Source: an optimization exercise on an open RTL-to-GDS flow (aim: a short achievable clock period and few clock cycles). Production flows keep margins and buffers that such runs may drop.
Where RTL was checked, it was by simulation tests only, not by an equivalence proof against the original.
For run 4, only the layout was checked, not whether the RTL still works.
Power is estimated from default activity; no workload was simulated.

$ cat config.mk
export PLATFORM = sky130hd
export DESIGN_NAME = p_cache
export DESIGN_NICKNAME = p_cache
export VERILOG_FILES = /design/flow/design.v
export SDC_FILE = /design/flow/constraint.sdc
export NUM_CORES = 4
export LEC_CHECK = 0
export ABC_CLOCK_PERIOD_IN_PS = 3000
export CAP_MARGIN = 20
export CELL_PAD_IN_SITES_DETAIL_PLACEMENT = 1
export CELL_PAD_IN_SITES_GLOBAL_PLACEMENT = 2
export CORE_MARGIN = 2
export CORE_UTILIZATION = 40
export PLACE_DENSITY = 0.6
export SLEW_MARGIN = 20
$ cat constraint.sdc
create_clock -name core_clock -period 11.0 [get_ports {clk}]
set_input_delay 2.2000 -clock core_clock [delete_from_list [all_inputs] [get_ports {clk}]]
set_output_delay 2.2000 -clock core_clock [all_outputs]
set_load 0.01 [all_outputs]
$ cat design.v
package pcache_pkg;
    localparam int unsigned ADDR_W         = 32;
    localparam int unsigned DATA_W         = 16;
    localparam int unsigned LINES_DEF      = 32;
    localparam int unsigned LINE_WORDS_DEF = 8;
    localparam int unsigned INDEX_W_DEF    = $clog2(LINES_DEF);
    localparam int unsigned OFFSET_W_DEF   = $clog2(LINE_WORDS_DEF);
    localparam int unsigned TAG_W_DEF      = ADDR_W - INDEX_W_DEF - OFFSET_W_DEF;
    localparam logic [31:0] STAT_MAX       = 32'hFFFF_FFFF;
    typedef enum logic [1:0] {
        IDLE = 2'd0,
        REQ  = 2'd1,
        FILL = 2'd2,
        DONE = 2'd3
    } pcache_state_e;
    function automatic logic [31:0] sat_inc(input logic [31:0] value);
        sat_inc = (value == STAT_MAX) ? value : value + 32'd1;
    endfunction
endpackage
module pcache_data_ram #(
    parameter int unsigned DEPTH = 256,
    parameter int unsigned AW    = 8,
    parameter int unsigned DW    = 16
) (
    input  logic          clk,
    input  logic          we,
    input  logic [AW-1:0] waddr,
    input  logic [DW-1:0] wdata,
    input  logic [AW-1:0] raddr,
    output logic [DW-1:0] rdata
);
    logic [DW-1:0] mem [DEPTH];
    always_ff @(posedge clk) begin
        if (we) begin
            mem[waddr] <= wdata;
        end
        rdata <= mem[raddr];
    end
endmodule
import pcache_pkg::*;
module p_cache #(
    parameter int unsigned LINES      = LINES_DEF,
    parameter int unsigned LINE_WORDS = LINE_WORDS_DEF
) (
    input  logic        clk,
    input  logic        rst_n,
    input  logic [31:0] prg_address,
    input  logic        flush,
    output logic [15:0] instruction,
    output logic        p_cache_miss,
    output logic        mem_req,
    output logic [31:0] mem_addr,
    input  logic        mem_ack,
    input  logic        mem_valid,
    input  logic [15:0] mem_data
);
    localparam int unsigned INDEX_W  = $clog2(LINES);
    localparam int unsigned OFFSET_W = $clog2(LINE_WORDS);
    localparam int unsigned TAG_W    = ADDR_W - INDEX_W - OFFSET_W;
    localparam int unsigned LINE_W   = ADDR_W - OFFSET_W;
    localparam logic [OFFSET_W-1:0] LAST_BEAT = OFFSET_W'(LINE_WORDS - 1);
    logic [LINES-1:0][LINE_WORDS-1:0][DATA_W-1:0] dat_q;
    logic [LINES-1:0][TAG_W-1:0]                  tag_q;
    logic [LINES-1:0]                             valid_q;
    logic                  first_q;   
    logic                  miss_q;    
    logic [DATA_W-1:0]     instr_q;   
    logic [ADDR_W-1:0]     a_q;       
    logic                  req_q;     
    logic                  wb_q;      
    logic                  ack_q;     
    logic                  fa_q;      
    logic [LINE_W-1:0]     fl_q;      
    logic [OFFSET_W-1:0]   bc_q;      
    logic [LINE_WORDS-1:0] mask_q;    
    logic [INDEX_W-1:0]  n_idx;
    logic [OFFSET_W-1:0] n_off;
    logic [TAG_W-1:0]    n_tag;
    logic                n_arr_hit, n_lm, n_beat, n_lastok;
    logic                n_fh, n_byp, n_tc, n_hit;
    assign n_idx = prg_address[OFFSET_W +: INDEX_W];
    assign n_off = prg_address[OFFSET_W-1:0];
    assign n_tag = prg_address[ADDR_W-1 -: TAG_W];
    always_comb begin
        n_arr_hit = 1'b0;
        for (int i = 0; i < LINES; i++) begin
            n_arr_hit = n_arr_hit |
                        (valid_q[i] && (n_idx == INDEX_W'(i)) && (tag_q[i] == n_tag));
        end
    end
    assign n_lastok = !(mem_valid && (bc_q == LAST_BEAT)) ||
                      ((&mask_q[LINE_WORDS-2:0]) && !flush);
    assign n_lm   = fa_q && (fl_q == prg_address[ADDR_W-1:OFFSET_W]);
    assign n_beat = mem_valid && (bc_q == n_off);
    assign n_fh   = n_lm && n_lastok && ((mask_q[n_off] && !flush) || n_beat);
    assign n_byp  = n_lm && n_lastok && n_beat;
    assign n_tc   = n_lm && ((n_off > bc_q) || ((n_off == bc_q) && !mem_valid));
    assign n_hit  = (n_arr_hit && !flush) || n_fh;
    logic accept, ack, dlv, beat, last_beat;
    assign accept    = first_q || !miss_q;
    assign ack       = req_q && mem_ack;
    assign dlv       = wb_q && mem_valid && (bc_q == a_q[OFFSET_W-1:0]);
    assign beat      = fa_q && mem_valid;
    assign last_beat = beat && (bc_q == LAST_BEAT);
    assign p_cache_miss = miss_q;
    assign instruction  = instr_q;
    assign mem_req      = req_q;
    assign mem_addr     = {a_q[ADDR_W-1:OFFSET_W], {OFFSET_W{1'b0}}};
    always_ff @(posedge clk) begin
        instr_q <= (n_byp || dlv) ? mem_data : dat_q[n_idx][n_off];
    end
    always_ff @(posedge clk or negedge rst_n) begin
        if (!rst_n) begin
            first_q <= 1'b1;
            miss_q  <= 1'b1;
            a_q     <= '0;
            req_q   <= 1'b0;
            wb_q    <= 1'b0;
            ack_q   <= 1'b0;
            fa_q    <= 1'b0;
            bc_q    <= '0;
            mask_q  <= '0;
        end else begin
            first_q <= 1'b0;
            miss_q  <= !((accept && n_hit) || dlv);
            if (accept) a_q <= prg_address;
            req_q   <= (accept && !n_hit && !n_tc) || (req_q && !mem_ack);
            wb_q    <= (accept && !n_hit && n_tc) || ack || (wb_q && !dlv);
            ack_q   <= ack;
            if (ack) begin
                fa_q   <= 1'b1;
                bc_q   <= '0;
                mask_q <= '0;
            end else begin
                if (last_beat) fa_q <= 1'b0;
                if (beat) bc_q <= bc_q + OFFSET_W'(1);
                mask_q <= (flush ? '0 : mask_q) |
                          (beat ? (LINE_WORDS'(1) << bc_q) : '0);
            end
        end
    end
    always_ff @(posedge clk) begin
        if (ack) fl_q <= a_q[ADDR_W-1:OFFSET_W];
    end
    logic [INDEX_W-1:0] a_idx, f_idx;
    assign a_idx = a_q[OFFSET_W +: INDEX_W];
    assign f_idx = fl_q[INDEX_W-1:0];
    always_ff @(posedge clk or negedge rst_n) begin
        if (!rst_n) begin
            valid_q <= '0;
        end else if (flush) begin
            valid_q <= '0;
        end else begin
            for (int i = 0; i < LINES; i++) begin
                if (ack_q && (a_idx == INDEX_W'(i)))
                    valid_q[i] <= 1'b0;
                else if (last_beat && (f_idx == INDEX_W'(i)) && (&mask_q[LINE_WORDS-2:0]))
                    valid_q[i] <= 1'b1;
            end
        end
    end
    always_ff @(posedge clk) begin
        for (int i = 0; i < LINES; i++) begin
            if (ack_q && (a_idx == INDEX_W'(i)))
                tag_q[i] <= a_q[ADDR_W-1 -: TAG_W];
        end
    end
    always_ff @(posedge clk) begin
        for (int i = 0; i < LINES; i++) begin
            for (int w = 0; w < LINE_WORDS; w++) begin
                if (fa_q && (f_idx == INDEX_W'(i)) && (bc_q == OFFSET_W'(w)))
                    dat_q[i][w] <= mem_data;
            end
        end
    end
endmodule
$ cat flow/run.sh
#!/bin/bash
# Own flow: the standard layout, with timing repair asked to reach a
# larger setup slack than the default of zero, so that the achieved period
# shrinks. Everything else (synthesis, constraints, steps) is standard.
set -euo pipefail
bash standard.sh SETUP_SLACK_MARGIN=8 finish > standard_finish.log 2>&1
$ cat standard.sh
#!/bin/bash
# synth_recipe.tcl (not shown) runs the flow's synth.tcl, then flattens the netlist and writes it again
# the make line also repeats each setting of config.mk as NAME=value (left out here)
make -C /OpenROAD-flow-scripts/flow DESIGN_CONFIG=/design/flow/config.mk WORK_HOME=/design/flow/orfs CLKGATE_MAP_FILE= SYNTH_SCRIPT=/design/flow/synth_recipe.tcl "${@:-finish}"
==> flow_metrics.py, run 1 <==
metrics = {
    "route": {
        "wl_met1_um": 314000,
        "drcViolationCount": 0,
        "drt_iter0_markers": 16305,
        "vias": 114430,
        "top_layer_used": "met5",
        "final_antenna_net_count": 0,
        "first_pass_iters": 6,
        "wl_um": 776000,
        "wl_met2_um": 370000,
        "wl_met3_um": 63600,
        "viasPerCell": 6.12,
        "wl_per_cell_um": 41.5,
    },
    "critical_path": {
        "crit_required_ns": 11.95,
        "arrival_ns": 5.23,
        "critPathCaptureType": "flip-flop",
        "cp-startpoint": "prg_address[1]",
        "rr_startpoint": "bc_q[2]$_DFFE_PN0P_",
        "cpPeakStageDelay_ns": 1.03,
        "path_class": "primary input to flip-flop",
        "worstPathCellList": "buf_16 > buf_16 > nor2b_4 > buf_12 > buf_12 > a22oi_2 > a22oi_2 > o211ai_1 > nor2_4 > a211o_1 > o41ai_2",
        "ff2ff_setup_slack_ns": 7.91,
        "cp_max_fo": 21,
        "crit_family": "compound AO/OA/AOI/OAI gates",
        "path_buf_inv": 4,
        "cp-start-kind": "primary input",
        "crit_slowest_cell": "o211ai_1",
    },
    "synth": {
        "synth_edf_count": 4893,
        "yosysSeqAreaShare_pct": 75.0,
        "yosys.area.top_type_share_pct": 73.8,
        "ys.flop_type": "edfxtp_1",
        "netlist_area_um2": 199000,
        "avgSynthCellArea_um2": 18.8,
        "synth-seq-cells": 4990,
        "synthTopCellsByCount": "4893 x edfxtp_1, 797 x mux2i_1, 601 x xor2_1",
        "yosysMostFrequentCell": "edfxtp_1",
        "synth_top_area_cell": "edfxtp_1",
        "postSynth.asyncResetShare_pct": 1.62,
        "synth.top_cells.by_area": "edfxtp_1 74%, mux4_2 6.3%, mux2i_1 4.0%",
        "yosysUniqueCellTypes": 92,
        "yosysWarnings": 1,
        "postSynthCellCount": 10583,
    },
    "layout": {
        "multi_input_area_um2": 48900,
        "postLayoutCellArea_um2": 239000,
        "fill_cells": 45306,
        "syn2layout_area_growth_pct": 20.2,
        "stdcell_count": 18710,
        "final_nets": 11669,
        "drive_above_1_share_pct": 26.1,
        "utilization_pct": 48.2,
        "final-seq-area_um2": 149000,
    },
    "die": {
        "die_area_um2": 503000,
        "ios": 103,
        "initial_core_util_pct": 40.1,
        "rows": 259,
        "core_um2": 496000,
        "die_x_um": 709,
        "die_h_um": 709,
    },
    "run": {
        "maxCapViolCount": 0,
    },
    "power": {
        "p_comb_share_pct": 10.3,
        "ir_worst_vdd_v": 0.000171,
        "switching_power_mw": 11.2,
        "seq_power_share_pct": 48.8,
        "pwr-share-clk_pct": 40.9,
        "powerDensity_nw_per_um2": 185,
        "p_leak_nw": 79.1,
        "p_sw_share_pct": 25.3,
        "intPower_mw": 33.0,
        "total_power_mw": 44.2,
    },
    "sta": {
        "slew_viol_final": 0,
        "layout_min_cycle_time_ns": 4.28,
        "setup_viol": 0,
        "final.setup_skew_ns": 0.0540,
        "tightest_slew_ns": 1.30,
        "hold_violations": 0,
        "setup_slack_ns": 6.72,
        "setup_tns_ns": 0,
        "hold-worst-slack_ns": 0.500,
        "finalCritPeriodShare_pct": 38.9,
        "max_freq_mhz": 234,
        "max_slew_margin_pct": 12.9,
        "rsz0062_at_grt": "yes",
    },
    "placement": {
        "dpl.cell_count": 17204,
        "dp_hpwl_um": 413000,
        "port_buffers": 99,
        "gp_congestion": 0.820,
        "place_area_um2": 208000,
        "dp_worst_setup_slack_ns": 3.60,
    },
    "clocking": {
        "clock-sinks": 4990,
        "root_buffer": "clkbuf_16",
        "cts_tree": "done",
        "holdBufCountCts": 0,
        "path_clk_slew_ns": 0.06,
        "cts_buffer_depth": 4,
        "insertion_delay_ns": 1.09,
        "cts_buffers": 557,
        "cts-htree-levels": 6,
    },
    "global_routing": {
        "gr-total-overflow": 0,
        "grt_pass1_vias": 113752,
        "grt_max_degree": 155,
        "grtUsageTotal_pct": 30.1,
        "grt_first_pass_wirelength_um": 1030000,
        "grt_antenna_before_repair": 72,
    },
    "min_path": {
        "min-delay-start": "a_q[1]$_DFFE_PN0P_",
        "worstHoldPathType": "flip-flop to flip-flop",
    },
    "outcome": {
        "status": "complete, no violations",
    },
}
-- cell families after synthesis --
logic type,count (synthesis),share of synthesized area (%)
AO/OA/AOI/OAI,1051,3.66
adder cells (fa/ha/maj),9,0.0566
XOR/XNOR,797,3.51
multiplexers,1478,11.5
flip-flops,4990,75.0
other,1,0.00188
AND/OR/NAND/NOR,1589,3.81
buffers and inverters,668,2.48
-- tightest hold or removal path: cells and delay by family (launching register included) --
family,cells,cell delay [ns]
simple gates,2,0.11
flops,1,0.36
-- cell usage in the layout, fill, tap and decap left out, types with 151 or more instances in the layout --
cell,instances
buf_12,151
mux4_2,561
edfxtp_1,4893
mux2i_1,785
nand3_1,227
buf_4,559
nand4_1,164
a22oi_1,227
nand2_1,400
a21oi_1,154
clkbuf_16,600
xor2_1,600
nor2_1,222
xnor2_1,192
-- power by group through the flow --
stage	Sequential (mW)	Combinational [mW]	Clock, mW
3_3_place_gp	21.9	3.52	0
6_report	21.5	4.55	18.1
4_1_cts	21.5	4.34	18.3
5_1_grt	21.6	4.60	19.0
2_1_floorplan	21.9	1.49	0
3_5_place_dp	21.9	3.57	0
-- per-layer routing --
metal / vias up / global-route usage, %
met5: - / 0
met4: 6 / 10.2
met3: 1019 / 4.97
met2: 5608 / 48.8
met1: 63024 / 41.5
li1: 44773 / -
-- area by class of cell --
class	instances	share of cell area (%)
timing repair buffer	1103	6.40
antenna	25	0.0261
tap	6655	3.48
multi-input combinational	4936	20.4
clock inverter	268	0.934
inverter	17	0.0528
clock buffer	714	6.27
timing repair inverter	2	0.0136
sequential	4990	62.4
-- repair_timing --
item / CTS / global route
pin swaps: 143 / 134
resized for setup: 1345 / 267
setup buffers: 261 / 104
cloned: 110 / 24
endpoints found under the setup margin: 2842 / 1377
-- path summary, 6_finish.rpt --
kind | to | cells after the start
worst max-delay path | instr_q[2]$_DFF_P_ | 11
max in group asynchronous | a_q[5]$_DFFE_PN0P_ | 2
min in group asynchronous | a_q[12]$_DFFE_PN0P_ | 1
worst min register to register | a_q[1]$_DFFE_PN0P_ | 2
worst max register to register | dat_q[1981]$_DFFE_PP_ | 7
worst min-delay path | a_q[1]$_DFFE_PN0P_ | 2
-- flip-flops by register name, summed over array words and instances, names as in the netlist --
| register | cells |
|---|---|
| dat_q | 4096 |
| a_q | 32 |
| instr_q | 16 |
| valid_q | 32 |
| fa_q | 1 |
| miss_q | 1 |
| fl_q | 29 |
| ack_q | 1 |
| wb_q | 1 |
| req_q | 1 |
| tag_q | 768 |
| mask_q | 8 |
| bc_q | 3 |
| first_q | 1 |
Testbench counts, summed over its fixed seeds: cycles 280,561.
==> inputs of run 2 (changes only) <==
--- a/design.v
+++ b/design.v
@@ -65,3 +65,3 @@
     logic                  first_q;   
-    logic                  miss_q;    
+    logic                  dlvr_q;    
     logic [DATA_W-1:0]     instr_q;   
@@ -99,3 +99,3 @@
     logic accept, ack, dlv, beat, last_beat;
-    assign accept    = first_q || !miss_q;
+    assign accept    = first_q || dlvr_q;
     assign ack       = req_q && mem_ack;
@@ -104,3 +104,3 @@
     assign last_beat = beat && (bc_q == LAST_BEAT);
-    assign p_cache_miss = miss_q;
+    assign p_cache_miss = !dlvr_q;
     assign instruction  = instr_q;
@@ -114,4 +114,3 @@
             first_q <= 1'b1;
-            miss_q  <= 1'b1;
-            a_q     <= '0;
+            dlvr_q  <= 1'b0;
             req_q   <= 1'b0;
@@ -124,4 +123,3 @@
             first_q <= 1'b0;
-            miss_q  <= !((accept && n_hit) || dlv);
-            if (accept) a_q <= prg_address;
+            dlvr_q  <= (accept && n_hit) || dlv;
             req_q   <= (accept && !n_hit && !n_tc) || (req_q && !mem_ack);
@@ -142,2 +140,3 @@
     always_ff @(posedge clk) begin
+        if (accept) a_q <= prg_address;
         if (ack) fl_q <= a_q[ADDR_W-1:OFFSET_W];
==> run 2 against run 1 <==
Effect of this change: non-clock buffer count rose by 88; clock power about the same; first-iteration DRC count fell by 4.5%; clock skew is 0.0046 ns lower; fmax decreased by 1.7%; synthesized cell count decreased by 0.94%; cell count down 0.75%; die area decreased by 0.35%; total power down 2.1%; sequential cell count is the same.
==> flow_metrics.py, run 2 <==
metrics = {
    "sta": {
        "setup_slack_ns": 6.65,
        "setup_viol": 0,
        "layout_min_cycle_time_ns": 4.35,
        "rsz0062_at_grt": "yes",
        "final.setup_skew_ns": 0.0494,
        "hold-worst-slack_ns": 0.527,
        "hold_violations": 0,
        "setup_tns_ns": 0,
        "tightest_slew_ns": 1.15,
        "finalCritPeriodShare_pct": 39.6,
        "max_slew_margin_pct": 23.7,
        "max_freq_mhz": 230,
        "slew_viol_final": 0,
    },
    "layout": {
        "final_nets": 11660,
        "largest_register_ffs": 4096,
        "reg_top3": "dat_q: 4096 flops, tag_q: 768 flops",
        "fill_cells": 44825,
        "postLayoutCellArea_um2": 240000,
        "syn2layout_area_growth_pct": 20.9,
        "layout_commonest_cell": "edfxtp_1",
        "largest_register": "dat_q",
        "drive_above_1_share_pct": 27.3,
        "mostFrequentLayoutCells": "4925 x edfxtp_1, 742 x xor2_1, 739 x mux2i_1",
    },
    "die": {
        "initial_core_util_pct": 40.2,
        "core_um2": 494000,
        "die_x_um": 708,
        "die_area_um2": 502000,
        "ios": 103,
        "rows": 258,
        "die_h_um": 708,
    },
    "synth": {
        "synth_top_area_cell": "edfxtp_1",
        "yosys.area.top_type_share_pct": 74.6,
        "avgSynthCellArea_um2": 18.9,
        "yosysWarnings": 1,
        "yosysSeqAreaShare_pct": 75.3,
        "yosysUniqueCellTypes": 88,
        "synth_edf_count": 4925,
        "postSynthCellCount": 10483,
        "synthTopCellsByCount": "4925 x edfxtp_1, 768 x mux2i_1, 744 x xor2_1",
        "postSynth.asyncResetShare_pct": 0.982,
        "synth.top_cells.by_area": "edfxtp_1 75%, mux4_2 6.8%, mux2i_1 3.9%",
        "ys.flop_type": "edfxtp_1",
        "netlist_area_um2": 198000,
        "synth-seq-cells": 4990,
        "yosysMostFrequentCell": "edfxtp_1",
    },
    "global_routing": {
        "grt_first_pass_wirelength_um": 1040000,
        "gr-total-overflow": 0,
        "grtUsageTotal_pct": 30.4,
        "grt_max_degree": 186,
        "grt_pass1_vias": 114681,
        "grt_antenna_before_repair": 66,
    },
    "route": {
        "final_antenna_net_count": 0,
        "vias": 115027,
        "first_pass_iters": 6,
        "top_layer_used": "met5",
        "drcViolationCount": 0,
        "drt_iter0_markers": 15574,
        "viasPerCell": 6.19,
        "wl_met2_um": 370000,
        "wl_per_cell_um": 42.1,
        "wl_met1_um": 315000,
        "wl_um": 781000,
        "wl_met3_um": 62200,
    },
    "run": {
        "maxCapViolCount": 0,
    },
    "clocking": {
        "insertion_delay_ns": 1.10,
        "cts_buffer_depth": 4,
        "cts_tree": "done",
        "clock-sinks": 4990,
        "root_buffer": "clkbuf_16",
        "holdBufCountCts": 0,
        "path_clk_slew_ns": 0.06,
        "cts_buffers": 560,
        "cts-htree-levels": 6,
    },
    "placement": {
        "dp_worst_setup_slack_ns": 3.42,
        "place_area_um2": 208000,
        "dp_hpwl_um": 401000,
        "port_buffers": 99,
        "gp_congestion": 0.819,
    },
    "critical_path": {
        "path_class": "primary input to flip-flop",
        "critPathCaptureType": "flip-flop",
        "cp_max_fo": 6,
        "arrival_ns": 5.29,
        "crit_required_ns": 11.93,
        "cp-start-kind": "primary input",
    },
    "power": {
        "total_power_mw": 43.2,
        "powerDensity_nw_per_um2": 180,
        "p_leak_nw": 79.1,
        "ir_worst_vdd_v": 0.000169,
    },
    "outcome": {
        "status": "complete, no violations",
    },
    "min_path": {
        "worstHoldPathType": "flip-flop to flip-flop",
    },
}
[run 2: cell types whose count changed after synthesis, sizes merged, moves of 21 or more]
cell / change
xor2: +143
xnor2: -139
nand2: -103
nand4: -51
edfxtp: +32
dfrtp: -31
mux2i: -29
nand3: +28
nor4: +27
a22o: -23
o211ai: -23
a22oi: +21
or4: -21
[run 2: critical path: stages]
cell      delay [ns]
buf_16          0.12
buf_12          0.16
buf_4           0.14
buf_16          0.12
buf_16          0.12
mux4_2          0.56
a221oi_4        0.37
buf_6           0.17
a31o_4          0.11
nand4_1         0.46
a31oi_4         0.52
o31ai_1         0.13
[run 2: worst paths after layout]
kind / startpoint / slack, ns / end / cells after the start
worst min register to register: wb_q$_DFF_PN0_ / 0.53 / wb_q$_DFF_PN0_ / 2
worst min-delay path: wb_q$_DFF_PN0_ / 0.53 / wb_q$_DFF_PN0_ / 2
min in group asynchronous: rst_n / 1.40 / valid_q[24]$_DFFE_PN0P_ / 2
max in group asynchronous: rst_n / 8.88 / bc_q[2]$_DFFE_PN0P_ / 2
worst max register to register: fl_q[4]$_DFFE_PP_ / 7.99 / dat_q[679]$_DFFE_PP_ / 4
worst max-delay path: prg_address[0] / 6.65 / instr_q[6]$_DFF_P_ / 12
[run 2: routing by layer]
layer / track usage [%] / vias to the layer above
li1: - / 44736
met1: 41.8 / 63344
met2: 49.3 / 5728
met3: 4.60 / 1199
met4: 10.9 / 20
met5: 0 / -
[run 2: what timing repair did]
action / 4_1_cts / 5_1_grt
hold endpoints to repair: 0 / 0
pin swaps: 163 / 103
resized for setup: 1317 / 203
buffers inserted: 336 / 124
setup endpoints to repair: 3336 / 1004
cloned: 140 / 15
[run 2: power breakdown]
| group | total, mW | internal (mW) | leakage [nW] | switching, mW |
|---|---|---|---|---|
| sequential | 21.3 | 21.1 | 45.1 | 0.128 |
| clock | 18.1 | 10.2 | 8.46 | 7.83 |
| combinational | 3.89 | 1.21 | 25.6 | 2.68 |
[run 2: area by class of cell]
cell class	count	area (um2)	share of cell area (%)
antenna	30	75.1	0.0313
clock buffer	726	15200	6.32
clock inverter	277	2130	0.888
inverter	13	90.1	0.0376
multi-input combinational	4840	48500	20.2
sequential	4990	150000	62.3
tap	6500	8130	3.39
timing repair buffer	1191	16200	6.75
timing repair inverter	2	17.5	0.00730
[run 2: metrics by stage]
stage	cells	utilization, %
floorplan	10486	-
global placement	16912	42.0
detailed placement	16920	42.0
CTS	18399	48.0
global route	18546	48.5
finish	18569	48.6
[run 2: kinds of logic after synthesis]
kind of cell    share of synthesized area (%)
flops                                    75.3
simple gates                             3.68
mux                                      11.4
compound gates                           3.71
xor+xnor                                 3.54
buf+inv                                  2.31
fa+ha+maj                              0.0568
other cells                           0.00189
Testbench counts of run 2, summed over its fixed seeds: cycles 280,561.
==> inputs of run 3 (changes only) <==
==> config.mk (replaced) <==
export PLATFORM = sky130hd
export DESIGN_NAME = p_cache
export DESIGN_NICKNAME = p_cache
export VERILOG_FILES = /design/flow/design.v
export SDC_FILE = /design/flow/constraint.sdc
export NUM_CORES = 4
export LEC_CHECK = 0
export ABC_CLOCK_PERIOD_IN_PS = 1000
export CAP_MARGIN = 20
export CELL_PAD_IN_SITES_DETAIL_PLACEMENT = 0
export CELL_PAD_IN_SITES_GLOBAL_PLACEMENT = 1
export CORE_MARGIN = 2
export CORE_UTILIZATION = 60
export PLACE_DENSITY = 0.8
export SLEW_MARGIN = 20
==> run 3 against run 2 <==
Effect of this change: wire length is 15% lower; hold slack worse by 0.0087 ns; total power is 4.3% lower; via count is 0.81% higher; worst setup slack better by 0.13 ns; sequential power hardly changed; clock power is 8% lower; core utilization is 21 points higher; critical path type unchanged.
==> flow_metrics.py, run 3 <==
metrics = {
    "outcome": {
        "status": "complete, no violations",
    },
    "synth": {
        "synth-seq-cells": 4990,
        "synthTopCellsByCount": "4925 x edfxtp_1, 768 x mux2i_1, 744 x xor2_1",
        "synth_top_area_cell": "edfxtp_1",
        "ys.flop_type": "edfxtp_1",
        "yosysUniqueCellTypes": 88,
        "postSynth.asyncResetShare_pct": 0.982,
        "yosysMostFrequentCell": "edfxtp_1",
        "synth.top_cells.by_area": "edfxtp_1 75%, mux4_2 6.8%, mux2i_1 3.9%",
        "netlist_area_um2": 198000,
        "yosysWarnings": 1,
        "yosysSeqAreaShare_pct": 75.3,
        "yosys.area.top_type_share_pct": 74.6,
        "postSynthCellCount": 10483,
        "avgSynthCellArea_um2": 18.9,
        "synth_edf_count": 4925,
    },
    "layout": {
        "fill_cells": 19622,
        "syn2layout_area_growth_pct": 16.3,
        "final_nets": 11262,
        "stdcell_count": 16026,
        "largest_register_ffs": 4096,
        "layout_commonest_cell": "edfxtp_1",
        "mostFrequentLayoutCells": "4925 x edfxtp_1, 754 x mux2i_1, 744 x xor2_1",
        "largest_register": "dat_q",
        "reg_top3": "dat_q: 4096 flops, tag_q: 768 flops",
        "drive_above_1_share_pct": 23.3,
    },
    "placement": {
        "port_buffers": 99,
        "dp_hpwl_um": 327000,
        "gp_congestion": 0.866,
        "dpl.cell_count": 14742,
    },
    "route": {
        "vias": 115959,
        "drt_iter0_markers": 21730,
        "drcViolationCount": 0,
        "wl_um": 664000,
        "viasPerCell": 7.24,
        "final_antenna_net_count": 0,
        "wl_per_cell_um": 41.4,
        "first_pass_iters": 6,
    },
    "clocking": {
        "cts_buffer_depth": 4,
        "insertion_delay_ns": 1.04,
        "root_buffer": "clkbuf_16",
        "holdBufCountCts": 0,
        "cts-htree-levels": 5,
        "path_clk_slew_ns": 0.07,
        "cts_tree": "done",
        "cts_buffers": 482,
        "clock-sinks": 4990,
    },
    "sta": {
        "max_slew_margin_pct": 9.46,
        "setup_tns_ns": 0,
        "tightest_slew_ns": 1.36,
        "slew_viol_final": 0,
        "final.setup_skew_ns": 0.0544,
        "max_freq_mhz": 237,
        "layout_min_cycle_time_ns": 4.22,
        "hold_violations": 0,
        "setup_viol": 0,
        "rsz0062_at_grt": "yes",
        "finalCritPeriodShare_pct": 38.4,
    },
    "global_routing": {
        "grt_antenna_before_repair": 45,
        "grt_first_pass_wirelength_um": 894000,
        "grt_pass1_vias": 109841,
        "grt_max_degree": 153,
        "gr-total-overflow": 0,
        "grtUsageTotal_pct": 39.1,
    },
    "min_path": {
        "worstHoldPathType": "flip-flop to flip-flop",
    },
    "critical_path": {
        "ff2ff_setup_slack_ns": 7.86,
        "critPathCaptureType": "flip-flop",
        "path_class": "primary input to flip-flop",
        "r2r_cells": 6,
        "cp-startpoint": "prg_address[0]",
        "arrival_ns": 5.12,
        "rr_endpoint": "dat_q[4017]$_DFFE_PP_",
        "crit_required_ns": 11.90,
        "crit_end": "instr_q[8]$_DFF_P_",
        "cp-start-kind": "primary input",
        "cp_max_fo": 9,
        "rr_startpoint": "bc_q[2]$_DFFE_PN0P_",
    },
    "die": {
        "core_um2": 330000,
        "die_x_um": 579,
        "initial_core_util_pct": 60.2,
        "rows": 211,
        "die_area_um2": 335000,
        "die_h_um": 579,
        "ios": 103,
    },
    "power": {
        "ir_worst_vdd_v": 0.000174,
        "powerDensity_nw_per_um2": 179,
        "p_leak_nw": 76.2,
        "total_power_mw": 41.4,
    },
    "run": {
        "maxCapViolCount": 0,
    },
}
[run 3: stage by stage]
stage / setup slack [ns] / cell area [um2] / hold WS, ns / utilization, %
2_1_floorplan: 6.61 / 199000 / 0.454 / -
4_1_cts: 7.01 / 229000 / 0.512 / 69.4
3_5_place_dp: 4.12 / 204000 / 0.498 / 62.0
5_1_grt: 6.83 / 231000 / 0.545 / 69.9
3_3_place_gp: 3.78 / 204000 / 0.472 / 61.9
6_report: 6.78 / 231000 / 0.518 / 70.0
[run 3: how the worst min path moves through the flow]
stage,cells after the start,slack (ns),end,startpoint
after floorplan,2,0.45,wb_q$_DFF_PN0_,wb_q$_DFF_PN0_
after global placement,2,0.47,wb_q$_DFF_PN0_,wb_q$_DFF_PN0_
after detailed placement,2,0.50,wb_q$_DFF_PN0_,wb_q$_DFF_PN0_
after CTS,2,0.51,wb_q$_DFF_PN0_,wb_q$_DFF_PN0_
after global routing,2,0.55,wb_q$_DFF_PN0_,wb_q$_DFF_PN0_
final,2,0.52,wb_q$_DFF_PN0_,wb_q$_DFF_PN0_
[run 3: cell families (layout without fill, tap and decap cells)]
group | after synthesis | after routing | share of synthesized area (%)
multiplexers | 1453 | 1453 | 11.4
adder cells (fa/ha/maj) | 9 | 9 | 0.0568
other | 1 | 53 | 0.00189
AO/OA/AOI/OAI | 1061 | 1061 | 3.71
flip-flops | 4990 | 4990 | 75.3
buffers and inverters | 663 | 1786 | 2.31
AND/OR/NAND/NOR | 1505 | 1507 | 3.68
XOR/XNOR | 801 | 801 | 3.54
[run 3: where the power goes]
group          internal (mW)  switching (mW)  total (mW)
Sequential              21.1           0.110        21.2
Combinational           1.07            2.48        3.55
Clock                   9.44            7.16        16.6
[run 3: area by class of cell]
cell class | count | area (um2) | area share (%)
Clock buffer | 602 | 12900 | 5.60
Timing Repair Buffer | 878 | 12500 | 5.41
Inverter | 13 | 82.6 | 0.0358
Multi-Input combinational cell | 4835 | 47300 | 20.5
Clock inverter | 293 | 2760 | 1.20
Tap cell | 4366 | 5460 | 2.37
Antenna cell | 49 | 123 | 0.0532
Sequential cell | 4990 | 149000 | 64.8
[run 3: repair_timing]
action	CTS	global route
buffers inserted	159	47
endpoints found under the setup margin	3088	1764
pin swaps	89	57
cloned	121	12
gates resized for setup	1044	166
[run 3: per-layer routing]
metal  routed length [um]  vias to the layer above  GRT usage (%)
met5                  288                        -              0
met4                43100                       18           21.0
met3               108000                     2075           12.8
met2               292000                    10862           57.0
met1               220000                    59124           53.0
li1                     -                    43880              -
[run 3: critical path: stages]
cell and delay, ns:
buf_16 0.21, buf_8 0.21, buf_16 0.15, mux4_2 0.51, a21oi_2 0.23, o22ai_2 0.12
o41ai_4 0.83, o22ai_2 0.30, a211oi_2 0.22, o21ai_1 0.08
==> inputs of run 4 (changes only) <==
--- a/design.v
+++ b/design.v
@@ -19,20 +19,31 @@
 endpackage
-module pcache_data_ram #(
-    parameter int unsigned DEPTH = 256,
-    parameter int unsigned AW    = 8,
+module pcache_onehot #(
+    parameter int unsigned AW = 3
+) (
+    input  logic [AW-1:0]      a,
+    output logic [(1<<AW)-1:0] y
+);
+    always_comb begin
+        for (int k = 0; k < (1 << AW); k++) begin
+            y[k] = (a == AW'(k));
+        end
+    end
+endmodule
+module pcache_rd #(
+    parameter int unsigned LINES = 32,
+    parameter int unsigned WORDS = 8,
     parameter int unsigned DW    = 16
 ) (
-    input  logic          clk,
-    input  logic          we,
-    input  logic [AW-1:0] waddr,
-    input  logic [DW-1:0] wdata,
-    input  logic [AW-1:0] raddr,
-    output logic [DW-1:0] rdata
+    input  logic [LINES-1:0]                  lsel,
+    input  logic [WORDS-1:0]                  wsel,
+    input  logic [LINES-1:0][WORDS-1:0][DW-1:0] d,
+    output logic [DW-1:0]                     y
 );
-    logic [DW-1:0] mem [DEPTH];
-    always_ff @(posedge clk) begin
-        if (we) begin
-            mem[waddr] <= wdata;
-        end
-        rdata <= mem[raddr];
+    always_comb begin
+        y = '0;
+        for (int i = 0; i < LINES; i++) begin
+            for (int w = 0; w < WORDS; w++) begin
+                y = y | ({DW{lsel[i] & wsel[w]}} & d[i][w]);
+            end
+        end
     end
@@ -108,4 +119,19 @@
     assign mem_addr     = {a_q[ADDR_W-1:OFFSET_W], {OFFSET_W{1'b0}}};
-    always_ff @(posedge clk) begin
-        instr_q <= (n_byp || dlv) ? mem_data : dat_q[n_idx][n_off];
+    logic [LINES-1:0]      n_lsel;
+    logic [LINE_WORDS-1:0] n_wsel;
+    logic [DATA_W-1:0]     n_word;
+    pcache_onehot #(.AW(INDEX_W))  u_ldec (.a(n_idx), .y(n_lsel));
+    pcache_onehot #(.AW(OFFSET_W)) u_wdec (.a(n_off), .y(n_wsel));
+    pcache_rd #(
+        .LINES (LINES),
+        .WORDS (LINE_WORDS),
+        .DW    (DATA_W)
+    ) u_rd (
+        .lsel (n_lsel),
+        .wsel (n_wsel),
+        .d    (dat_q),
+        .y    (n_word)
+    );
+    always_ff @(posedge clk) begin
+        instr_q <= (n_byp || dlv) ? mem_data : n_word;
     end
==> config.mk (replaced) <==
export PLATFORM = sky130hd
export DESIGN_NAME = p_cache
export DESIGN_NICKNAME = p_cache
export VERILOG_FILES = /design/flow/design.v
export SDC_FILE = /design/flow/constraint.sdc
export NUM_CORES = 4
export LEC_CHECK = 0
export ABC_CLOCK_PERIOD_IN_PS = 3000
export CAP_MARGIN = 20
export CELL_PAD_IN_SITES_DETAIL_PLACEMENT = 1
export CELL_PAD_IN_SITES_GLOBAL_PLACEMENT = 2
export CORE_MARGIN = 2
export CORE_UTILIZATION = 40
export PLACE_DENSITY = 0.6
export SLEW_MARGIN = 20
export SYNTH_HIERARCHICAL = 1
==> run 4 against run 3 <==
Effect of this change: largest cell class unchanged; non-clock buffer count grew 310; sequential cell count stayed put; worst setup slack worse by 1.2 ns; sequential power is essentially flat.
==> flow_metrics.py, run 4 <==
metrics = {
    "outcome": {
        "status": "complete, no violations",
    },
    "sta": {
        "tightest_slew_ns": 1.36,
        "max_freq_mhz": 184,
        "hold_violations": 0,
        "hold-worst-slack_ns": 0.514,
        "max_slew_margin_pct": 9.42,
        "rsz0062_at_grt": "yes",
        "slew_viol_final": 0,
        "setup_slack_ns": 5.56,
        "finalCritPeriodShare_pct": 49.5,
        "layout_min_cycle_time_ns": 5.44,
        "setup_tns_ns": 0,
        "final.setup_skew_ns": 0.0836,
        "setup_viol": 0,
    },
    "min_path": {
        "worstHoldPathType": "flip-flop to flip-flop",
        "holdPathStages": 2,
        "min-delay-start": "wb_q$_DFF_PN0_",
        "min_to": "wb_q$_DFF_PN0_",
    },
    "route": {
        "viasPerCell": 6.51,
        "drt_iter0_markers": 19028,
        "first_pass_iters": 9,
        "drcViolationCount": 0,
        "vias": 119979,
        "wl_um": 832000,
        "final_antenna_net_count": 0,
        "wl_per_cell_um": 45.1,
    },
    "global_routing": {
        "gr-total-overflow": 0,
        "grt.met2_usage_pct": 53.0,
        "grt_antenna_before_repair": 90,
        "grtUsageTotal_pct": 33.9,
        "use_met3_pct": 9.17,
        "grt-busiest-layer": "met2",
        "grt_pass1_vias": 117339,
        "grt_first_pass_wirelength_um": 1090000,
        "grt_max_degree": 161,
        "met1_usage_pct": 42.3,
    },
    "placement": {
        "dp_hpwl_um": 462000,
        "dpl.cell_count": 16819,
        "dp_worst_setup_slack_ns": 2.53,
        "gp_congestion": 0.967,
        "port_buffers": 99,
    },
    "die": {
        "ios": 103,
        "die_area_um2": 476000,
        "die_x_um": 690,
        "rows": 252,
        "core_um2": 470000,
        "initial_core_util_pct": 40.1,
        "die_h_um": 690,
    },
    "layout": {
        "stdcell_count": 18436,
        "final-seq-area_um2": 150000,
        "drive_above_1_share_pct": 21.9,
        "layout_commonest_cell": "edfxtp_1",
        "largest_register": "dat_q",
        "fill_cells": 43130,
        "reg_top3": "dat_q: 4096 flops, tag_q: 768 flops",
        "largest_register_ffs": 4096,
        "utilization_pct": 48.8,
        "syn2layout_area_growth_pct": 21.7,
        "multi_input_area_um2": 39300,
        "mostFrequentLayoutCells": "4925 x edfxtp_1, 882 x a22oi_1, 653 x xor2_1",
        "final_nets": 11778,
    },
    "critical_path": {
        "crit_slowest_cell": "or4_1",
        "cp-startpoint": "prg_address[4]",
        "ff2ff_setup_slack_ns": 7.29,
        "rr_endpoint": "instr_q[10]$_DFF_P_",
        "r2r_cells": 7,
        "rr_startpoint": "dat_q[1962]$_DFFE_PP_",
        "critPathCaptureType": "flip-flop",
        "cp-start-kind": "primary input",
        "crit_required_ns": 12.00,
        "cpPeakStageDelay_ns": 0.75,
        "arrival_ns": 6.45,
        "worstPathCellList": "buf_12 > buf_12 > or3b_4 > nor2_4 > buf_12 > buf_16 > buf_8 > and2_4 > buf_4 > buf_12 > a22oi_2 > nand4_1 > nor4_4 > nand4_1 > or4_1 > mux2_4",
        "path_buf_inv": 7,
        "crit_family": "simple AND/OR/NAND/NOR gates",
        "path_class": "primary input to flip-flop",
        "cp_max_fo": 23,
        "cpMostUsedCell": "buf_12",
    },
    "synth": {
        "postSynthCellCount": 10753,
        "synth_edf_count": 4925,
        "yosysSeqAreaShare_pct": 79.3,
        "synthTopCellsByCount": "4925 x edfxtp_1, 944 x a22oi_1, 653 x xor2_1",
        "synth_top_area_cell": "edfxtp_1",
        "yosysWarnings": 10,
        "ys.flop_type": "edfxtp_1",
        "yosys.area.top_type_share_pct": 78.5,
        "netlist_area_um2": 188000,
        "yosysUniqueCellTypes": 71,
        "synth-seq-cells": 4990,
        "avgSynthCellArea_um2": 17.5,
        "postSynth.asyncResetShare_pct": 0.982,
        "synth.top_cells.by_area": "edfxtp_1 79%, a22oi_1 3.8%, xor2_1 3.0%",
        "yosysMostFrequentCell": "edfxtp_1",
    },
    "clocking": {
        "cts_buffer_depth": 4,
        "holdBufCountCts": 0,
        "clock-sinks": 4990,
        "path_clk_slew_ns": 0.06,
        "cts_tree": "done",
        "cts_buffers": 550,
        "root_buffer": "clkbuf_16",
        "cts-htree-levels": 6,
        "insertion_delay_ns": 1.13,
    },
    "power": {
        "powerDensity_nw_per_um2": 181,
        "p_leak_nw": 73.4,
        "ir_worst_vdd_v": 0.000178,
    },
    "run": {
        "maxCapViolCount": 0,
    },
}
-- run 4: cell types whose count changed in the layout (fill, tap and decap cells not counted), sizes merged, moves of 106 or more --
| cell | change |
|---|---|
| a22oi | +622 |
| buf | +315 |
| nand2 | -196 |
| mux2i | -767 |
| a222oi | +166 |
| nand4 | +224 |
| a21oi | -154 |
| mux4 | -623 |
| nand3 | +309 |
| a22o | +370 |
| clkbuf | +106 |
| a32oi | +183 |
| a221oi | +110 |
-- run 4: how the worst max path moves through the flow --
stage | endpoint | depth (start not counted)
after CTS | instr_q[5]$_DFF_P_ | 14
after floorplan | instr_q[11]$_DFF_P_ | 12
after detailed placement | instr_q[5]$_DFF_P_ | 14
final | instr_q[10]$_DFF_P_ | 16
after global routing | instr_q[10]$_DFF_P_ | 16
after global placement | instr_q[9]$_DFF_P_ | 14
-- run 4: tightest hold or removal path: stages, from the launching register on --
cell and delay, ns:
dfrtp_1 0.35, a21oi_1 0.08, o21ai_2 0.05
-- run 4: report_power, final --
group | internal [mW] | switching, mW | leakage (nW)
logic | 0.570 | 1.69 | 19.9
clock network | 10.1 | 7.84 | 8.32
registers | 21.1 | 0.151 | 45.1
-- run 4: metrics by stage --
| step | power [mW] | area (um2) |
|---|---|---|
| 6_report | 41.4 | 229000 |
| 5_1_grt | 42.2 | 229000 |
| 4_1_cts | 41.4 | 227000 |
| 3_5_place_dp | 23.4 | 200000 |
| 3_3_place_gp | 23.4 | 199000 |
| 2_1_floorplan | 22.2 | 189000 |
-- run 4: metal layers --
layer	routed length, um	part of all wire, %	vias up
li1	-	-	46141
met1	303000	36	63928
met2	379000	46	7913
met3	88300	11	1961
met4	60300	7.3	36
met5	598	0.072	-
-- run 4: area by class of cell --
cell class | instances | area share (%)
antenna | 79 | 0.0862
clock buffer | 713 | 6.44
clock inverter | 257 | 0.993
inverter | 30 | 0.0529
multi-input combinational | 4956 | 17.2
sequential | 4990 | 65.2
tap | 6223 | 3.40
timing repair buffer | 1188 | 6.68
-- run 4: timing repair --
| item | CTS | global route |
|---|---|---|
| setup buffers | 362 | 103 |
| cloned | 95 | 8 |
| endpoints found under the setup margin | 3315 | 1083 |
| pin swaps | 311 | 150 |
| gates resized for setup | 1255 | 185 |
-- run 4: cell families after synthesis --
family | Yosys count | synth area share (%)
xor+xnor | 799 | 3.72
fa+ha+maj | 9 | 0.0598
flops | 4990 | 79.3
buf+inv | 816 | 1.88
mux | 19 | 0.125
compound gates | 2110 | 9.11
other cells | 1 | 0.00199
simple gates | 2009 | 5.76

## what the ideal ports hide
In the flow no input, the clock included, has a driving cell. The finished layouts below were timed again as built, in two steps. Step 1: set_driving_cell puts a clkbuf_16 on clk and a buf_2 on each other input, an assumption about the parent block. Step 2, shift: input delay + t, output delay - t, t = (earliest + latest rising clock arrival at the registers) / 2. This alone moves slack from input paths to output paths. Three values: ideal ports, drivers, drivers and shift; two values: the first two.
run | shift t [ns] | setup WS [ns] | hold slack, ns
run 1 | 1.208 | 6.722 / 6.352 / 5.144 | 0.500 / 0.500 / 0.500
run 2 | 1.188 | 6.649 / 6.136 / 4.948 | 0.527 / 0.527 / 0.527
run 3 | 1.122 | 6.781 / 6.505 / 5.383 | 0.518 / 0.518 / 0.518
run 4 | 1.228 | 5.559 / 5.472 / 4.244 | 0.514 / 0.514 / 0.514
After both steps setup and hold are still met in every run listed. For run 2, which loses most, drivers alone change the setup slack by -0.513 ns; drivers and shift together by -1.701 ns.
